From an optimization exercise on the open Yosys and OpenROAD flow, aimed at a short achievable clock period and few clock cycles; shortcuts taken in it are not production practice. Function was checked by simulation only, so behaviour that the tests miss may differ from the original. Power and IR drop assume default switching activity.

==> flow/design.v <==
module exec_ctrl #(
  parameter int INST_CAP   = 20,
  parameter int DATA_LEN   = 8,
  parameter int DMEM_DEPTH = 256,
  parameter int TIMEOUT    = 15
) (
  input  logic                clk,
  input  logic                rstn,
  input  logic                IS_ready,
  input  logic [3:0]          control_bus,
  input  logic [DATA_LEN-1:0] data,
  output logic                en,
  output logic [$clog2(INST_CAP):0] pc,
  output logic [DATA_LEN-1:0] acc,
  output logic                zf,
  output logic                cf,
  output logic                halted,
  output logic                err
);
  localparam int PC_W  = $clog2(INST_CAP) + 1;
  localparam int AW    = $clog2(DMEM_DEPTH);
  localparam int CNT_W = $clog2(TIMEOUT + 1);
  typedef enum logic [2:0] {S_IDLE, S_REQ, S_WAIT, S_EXEC, S_HALT} state_e;
  typedef enum logic [3:0] {
    OP_NOP = 4'h0, OP_LDI, OP_LD, OP_ST, OP_ADD, OP_SUB, OP_AND, OP_OR,
    OP_HALT, OP_JMP, OP_JZ, OP_JC, OP_ADDI, OP_NOT
  } op_e;
  state_e              state, state_n;
  op_e                 op_q;
  logic [DATA_LEN-1:0] imm_q;
  logic [PC_W-1:0]     pc_q, pc_n, pc_inc, tgt;
  logic [DATA_LEN-1:0] acc_n, mem_rd;
  logic                zf_n, cf_n, halted_n, err_n;
  logic [CNT_W-1:0]    cnt_q, cnt_n, cnt_inc;
  logic                ld_inst, st_we, acc_wr, take_jmp, tgt_ok;
  logic [DATA_LEN:0]   res;
  logic [DATA_LEN-1:0] dmem [DMEM_DEPTH];
  function automatic logic [DATA_LEN:0] add_sub(input logic [DATA_LEN-1:0] a,
                                                 input logic [DATA_LEN-1:0] b,
                                                 input logic                sub);
    if (sub) add_sub = {1'b0, a} - {1'b0, b};
    else     add_sub = {1'b0, a} + {1'b0, b};
  endfunction
  assign en  = (state == S_REQ);
  assign pc  = pc_q;
  assign mem_rd  = dmem[imm_q[AW-1:0]];
  assign cnt_inc = cnt_q + CNT_W'(1);
  assign pc_inc  = (pc_q == PC_W'(INST_CAP - 1)) ? '0 : pc_q + PC_W'(1);
  assign tgt     = PC_W'(imm_q);
  assign tgt_ok  = (tgt < PC_W'(INST_CAP));
  always_ff @(posedge clk or negedge rstn) begin
    if (!rstn) state <= S_IDLE;
    else       state <= state_n;
  end
  always_comb begin
    state_n  = state;
    pc_n     = pc_q;
    acc_n    = acc;
    zf_n     = zf;
    cf_n     = cf;
    halted_n = halted;
    err_n    = err;
    cnt_n    = cnt_q;
    ld_inst  = 1'b0;
    st_we    = 1'b0;
    acc_wr   = 1'b0;
    take_jmp = 1'b0;
    res      = '0;
    case (state)
      S_IDLE: state_n = S_REQ;
      S_REQ:  state_n = S_WAIT;
      S_WAIT: begin
        if (IS_ready) begin
          ld_inst = 1'b1;
          state_n = S_EXEC;
        end else begin
          cnt_n = cnt_inc;
          if (cnt_inc == CNT_W'(TIMEOUT)) begin
            err_n    = 1'b1;
            halted_n = 1'b1;
            state_n  = S_HALT;
          end
        end
      end
      S_EXEC: begin
        cnt_n   = '0;
        state_n = S_REQ;
        pc_n    = pc_inc;
        case (op_q)
          OP_NOP:  ;
          OP_LDI:  begin acc_n = imm_q;  cf_n = 1'b0; acc_wr = 1'b1; end
          OP_LD:   begin acc_n = mem_rd; cf_n = 1'b0; acc_wr = 1'b1; end
          OP_ST:   st_we = 1'b1;
          OP_ADD:  begin res = add_sub(acc, mem_rd, 1'b0); acc_n = res[DATA_LEN-1:0]; cf_n = res[DATA_LEN]; acc_wr = 1'b1; end
          OP_SUB:  begin res = add_sub(acc, mem_rd, 1'b1); acc_n = res[DATA_LEN-1:0]; cf_n = res[DATA_LEN]; acc_wr = 1'b1; end
          OP_AND:  begin acc_n = acc & mem_rd; cf_n = 1'b0; acc_wr = 1'b1; end
          OP_OR:   begin acc_n = acc | mem_rd; cf_n = 1'b0; acc_wr = 1'b1; end
          OP_HALT: begin pc_n = pc_q; halted_n = 1'b1; state_n = S_HALT; end
          OP_JMP:  take_jmp = 1'b1;
          OP_JZ:   take_jmp = zf;
          OP_JC:   take_jmp = cf;
          OP_ADDI: begin res = add_sub(acc, imm_q, 1'b0); acc_n = res[DATA_LEN-1:0]; cf_n = res[DATA_LEN]; acc_wr = 1'b1; end
          OP_NOT:  begin acc_n = ~acc; cf_n = 1'b0; acc_wr = 1'b1; end
          default: begin pc_n = pc_q; err_n = 1'b1; halted_n = 1'b1; state_n = S_HALT; end
        endcase
        if (take_jmp) begin
          if (tgt_ok) begin
            pc_n = tgt;
          end else begin
            pc_n     = pc_q;
            err_n    = 1'b1;
            halted_n = 1'b1;
            state_n  = S_HALT;
          end
        end
        if (acc_wr) zf_n = (acc_n == '0);
      end
      default: ;
    endcase
  end
  always_ff @(posedge clk or negedge rstn) begin
    if (!rstn) begin
      pc_q   <= '0;
      acc    <= '0;
      zf     <= 1'b0;
      cf     <= 1'b0;
      halted <= 1'b0;
      err    <= 1'b0;
      cnt_q  <= '0;
    end else begin
      pc_q   <= pc_n;
      acc    <= acc_n;
      zf     <= zf_n;
      cf     <= cf_n;
      halted <= halted_n;
      err    <= err_n;
      cnt_q  <= cnt_n;
    end
  end
  always_ff @(posedge clk) begin
    if (ld_inst) begin
      op_q  <= op_e'(control_bus);
      imm_q <= data;
    end
  end
  always_ff @(posedge clk) begin
    if (st_we) dmem[imm_q[AW-1:0]] <= acc;
  end
endmodule
==> flow/run.sh <==
#!/bin/bash
# synth_recipe.tcl (not shown) runs the flow's synth.tcl, then flattens the netlist and writes it again
# the make line also repeats each setting of config.mk as NAME=value (left out here)
make -C /OpenROAD-flow-scripts/flow DESIGN_CONFIG=/design/flow/config.mk WORK_HOME=/design/flow/orfs CLKGATE_MAP_FILE= SYNTH_SCRIPT=/design/flow/synth_recipe.tcl finish
==> flow/config.mk <==
export PLATFORM = sky130hd
export DESIGN_NAME = exec_ctrl
export DESIGN_NICKNAME = exec_ctrl
export VERILOG_FILES = /design/flow/design.v
export SDC_FILE = /design/flow/constraint.sdc
export NUM_CORES = 4
export LEC_CHECK = 0
export CAP_MARGIN = 20
export CORE_MARGIN = 2
export CORE_UTILIZATION = 40
export SLEW_MARGIN = 20
==> flow/constraint.sdc <==
create_clock -name core_clock -period 10.0 [get_ports {clk}]
set_input_delay 2.0000 -clock core_clock [delete_from_list [all_inputs] [get_ports {clk}]]
set_output_delay 2.0000 -clock core_clock [all_outputs]
set_load 0.01 [all_outputs]
==> run notes <==
## cell type report
cell class | count | area [sq um]
well taps | 2788 | 3490
clock buffers | 257 | 5360
clock inverters | 121 | 991
inverters | 36 | 135
repair buffers | 146 | 1400
diodes | 8 | 20.0
flip-flops and latches | 2093 | 62700
fillers | 17427 | 114000
multi-input cells | 1852 | 19300
## cells in the final DEF (no fill, tap or decap), types with 18 or more instances in the layout
cell | netlist | layout
sky130_fd_sc_hd__nand2_1 | 174 | 174
sky130_fd_sc_hd__a221oi_1 | 25 | 24
sky130_fd_sc_hd__ha_1 | 36 | 36
sky130_fd_sc_hd__nand2b_1 | 25 | 25
sky130_fd_sc_hd__mux2_2 | 27 | 27
sky130_fd_sc_hd__mux4_2 | 479 | 479
sky130_fd_sc_hd__o21ai_0 | 67 | 67
sky130_fd_sc_hd__nor2_1 | 320 | 318
sky130_fd_sc_hd__buf_4 | 42 | 96
sky130_fd_sc_hd__clkbuf_16 | 0 | 204
sky130_fd_sc_hd__inv_1 | 35 | 32
sky130_fd_sc_hd__a22oi_1 | 41 | 41
sky130_fd_sc_hd__clkinv_2 | 0 | 39
sky130_fd_sc_hd__a211oi_1 | 18 | 18
sky130_fd_sc_hd__clkinv_1 | 0 | 51
sky130_fd_sc_hd__nor2b_1 | 37 | 31
sky130_fd_sc_hd__a21oi_1 | 81 | 81
sky130_fd_sc_hd__o22ai_1 | 54 | 54
sky130_fd_sc_hd__clkdlybuf4s50_1 | 0 | 33
sky130_fd_sc_hd__mux2i_1 | 110 | 110
sky130_fd_sc_hd__edfxtp_1 | 2060 | 2060
sky130_fd_sc_hd__nor3_1 | 33 | 33
sky130_fd_sc_hd__nand3_1 | 53 | 49
sky130_fd_sc_hd__clkbuf_1 | 106 | 47
sky130_fd_sc_hd__nand4_1 | 19 | 19
## where the power goes
| part | total, mW | internal [mW] | switching, mW |
|---|---|---|---|
| Combinational | 0.0102 | 0.00510 | 0.00506 |
| Clock | 7.42 | 4.05 | 3.37 |
| Sequential | 9.48 | 9.48 | 0 |
## state kept, by name, summed over array words and instances (netlist names), named ones only
register and flops:
acc 8, cf 1, cnt_q 4, dmem 2048, err 1, halted 1, imm_q 8, op_q 4
pc_q 6, state 3, zf 1
## cell families (layout without fill, tap and decap cells)
kind of cell | count (synthesis) | count (layout) | synth area share [%]
XOR/XNOR | 9 | 9 | 0.0946
adder cells (fa/ha/maj) | 39 | 39 | 0.613
buffers and inverters | 282 | 560 | 1.72
other | 0 | 8 | 0
AO/OA/AOI/OAI | 456 | 456 | 3.81
AND/OR/NAND/NOR | 732 | 732 | 3.96
multiplexers | 616 | 616 | 14.6
flip-flops | 2093 | 2093 | 75.2
## per-stage QoR
step	hold WS (ns)	instances
floorplan	0.491	4227
global placement	0.442	6913
detailed placement	0.451	6913
CTS	0.470	7291
global route	0.481	7293
finish	0.462	7301
## critical path: cells and delay by family (launching register included)
| kind | cells | cell delay [ns] |
|---|---|---|
| AO/OA/AOI/OAI | 8 | 1.88 |
| buffers and inverters | 3 | 0.88 |
| flip-flops | 1 | 0.84 |
| AND/OR/NAND/NOR | 4 | 0.93 |
| multiplexers | 2 | 1.14 |
| adder cells (fa/ha/maj) | 2 | 0.73 |
## path summary, 6_finish.rpt
path / from / end / slack, ns / depth (start not counted)
max in group asynchronous: rstn / acc[5] / 8.14 / 2
min in group asynchronous: rstn / acc[2] / 1.53 / 2
worst min register to register: halted / halted / 0.46 / 1
worst min-delay path: halted / halted / 0.46 / 1
worst max-delay path: flop / zf / 3.31 / 19
worst max register to register: flop / zf / 3.31 / 19
## routing by layer
layer  vias to the layer above  global-route usage, %  part of all wire, %  wire [um]
li1                      17661                      -                    -          -
met1                     23445                   32.4                   40      99100
met2                      2501                   34.3                   45     111000
met3                       498                   6.50                   11      26500
met4                         4                   9.82                  4.6      11300
met5                         -                      0                0.012         29
==> run notes <==
The global-route wire length before repair is 345000 um. The number of post-CTS setup repair buffers came out at 0. The first-pass iteration count of the detailed router came out at 5.

The largest single stage delay on the critical path is 0.84 ns. The final period utilization is 66.9%. The area added between synthesis and finish is 12.1%. The worst endpoint required time is 10.79 ns. The number of buffers inserted by hold repair at cts came out at 0.

Summed over all instances, the cell type with the most area after synthesis is sky130_fd_sc_hd__edfxtp_1. The routability congestion estimate came out at 0.912. The die area came out at 212000 sq um.

The clock slew seen by the registers of the worst setup and hold paths came out at 0.07 ns. At the pin with the least slew margin, the transition time is 1.17 ns. After floorplanning, the core was sized to cover 207000 sq um. After clock tree synthesis, the repair step resized 0 gates. The flop and latch count out of synthesis is 2093. Once the floorplan was initialized, standard cells occupied 40.2% of the core. The portion of synthesized cell area occupied by the leading cell type is 74.2%. Clock tree synthesis selected as its root buffer the cell sky130_fd_sc_hd__clkbuf_16. At the end of the flow, the number of nets in the layout was 4387. The pre-CTS setup slack is 3.41 ns. Summing internal, switching and leakage power gives 16.9 mW. Setup repair after global routing left no endpoint under its margin. The worst setup path is of the flop to flop kind. The layout cell share with drive strength beyond 1 is 21.0%. The final global-route overflow total is 0. The netlist area before placement came out at 83300 sq um.

The routed length per placed instance came out at 33.9 um. The H-tree depth reported by CTS came out at 4. The detailed-route DRC error count is 0. The maximum fanout count along the critical path is 79. The height of the die came out at 460 um. The mean instance size in the synthesized netlist came out at 19.7 sq um. The port buffer count came out at 33. Among all flip-flop cells after synthesis, the most frequent one is sky130_fd_sc_hd__edfxtp_1. In the routed layout, each cell is associated on average with a via count of 6.04.

The final-report hold violation count is 0. The final sum of negative setup slack is 0 ns. Entering global routing, the biggest net connects 237 pins.

The post-detailed-route count of antenna-violating nets came out at 0. Wires add up to 248000 um. Measured on the finished design, the core utilization comes to 45.1%. The sequential-to-total area share from yosys stat is 75.2%.

The area of placed instances came out at 87000 sq um. Detailed placement finished with a half-perimeter wire length of 155000 um. The leakage power came out at 23.8 nW. The number of antenna violations at the first check in global routing is 11. The via count of the first global-routing pass is 43224. Counting I/O delays and the setup requirement, the final critical path takes 6.69 ns.

For this run, the number of Yosys warnings is 1. In the global route stage, overall resource usage came out at 23.3%. The tightest min-delay check is of the flop to flop type. Sorting the synthesized cells by how often they occur yields sky130_fd_sc_hd__edfxtp_1, sky130_fd_sc_hd__mux4_2, sky130_fd_sc_hd__nor2_1. The clock insertion delay at the later pin of the skew report is 0.88 ns. The final worst slack is 3.31 ns. The final non-filler cell area came out at 93400 sq um. The number of enable flip-flop cells after synthesis came out at 2060. The maximum clock skew at final layout came out at 0.0615 ns. The maximum ir drop on the vdd rail is 0.197 mV.

The critical path goes through buf_12 -> mux4_2 -> mux2i_1 -> o22ai_1 -> a2111oi_0 -> buf_4 -> a211o_1 -> inv_1 -> ha_1 -> fa_1 -> a21oi_1 -> o21bai_1 -> a22o_1 -> o21ai_0 -> and3_1 -> and4_1 -> nand4b_1 -> or3_1 -> o31ai_2. The flow ran to the end and the layout has no timing, DRC or antenna violations. The number of max-slew violations in the final report is 0. By instance count, the leading cell after synthesis is sky130_fd_sc_hd__edfxtp_1. Among all stages on the critical path, the largest delay is contributed by sky130_fd_sc_hd__dfxtp_4. STA classifies the critical path startpoint as a flop. The TritonCTS clock tree is done.

The power density relative to cell area came out at 181 nW/um^2. The longest clock path from root to sink contains 3 buffers. The highest achievable clock rate came out at 149 MHz. The count of final setup violators is 0. The post-synth net total is 4281.

The post-synthesis async set-or-reset flop share came out at 1.19%. Ranked by total cell area, the synthesized netlist is headed by sky130_fd_sc_hd__edfxtp_1, sky130_fd_sc_hd__mux4_2, sky130_fd_sc_hd__nor2_1. Synthesis instantiated 83 different standard cells from the library.

For the worst setup path, the data arrival time is 7.48 ns. The number of violations of the max-capacitance limit is 0. The number of clock sinks came out at 2093.

The total number of vias came out at 44109. The initial DRC count came out at 6405. The row count is 167.

The number of placed I/O pins came out at 34. The worst setup path is captured at a flop. TritonCTS created 204 clock buffers. The chip width came out at 460 um. The number of standard cells after synthesis came out at 4227. The worst-case headroom to the max-slew limit came out at 21.8%.
Testbench counts, summed over its fixed seeds: cycles 54,798.

[static timing again, ports no longer ideal]
How much do the figures lean on ideal ports? The routed layout below was timed once more, with nothing changed but the port constraints. Step 1: set_driving_cell puts a clkbuf_16 on clk and a buf_2 on each other input, an assumption about the parent block. Step 2, shift: input delay + t, output delay - t, t = (earliest + latest rising clock arrival at the registers) / 2. This alone moves slack from input paths to output paths. Slacks: ideal / step 1 / step 2; pairs: ideal / step 1.
shift t [ns]: 0.941
slack for setup (ns): 3.309 / 3.309 / 3.309
worst hold slack (ns): 0.462 / 0.462 / 0.462
After both steps setup and hold are still met in this run. The setup slack of this run moves by 0.000 ns with the drivers and by 0.000 ns with both steps.
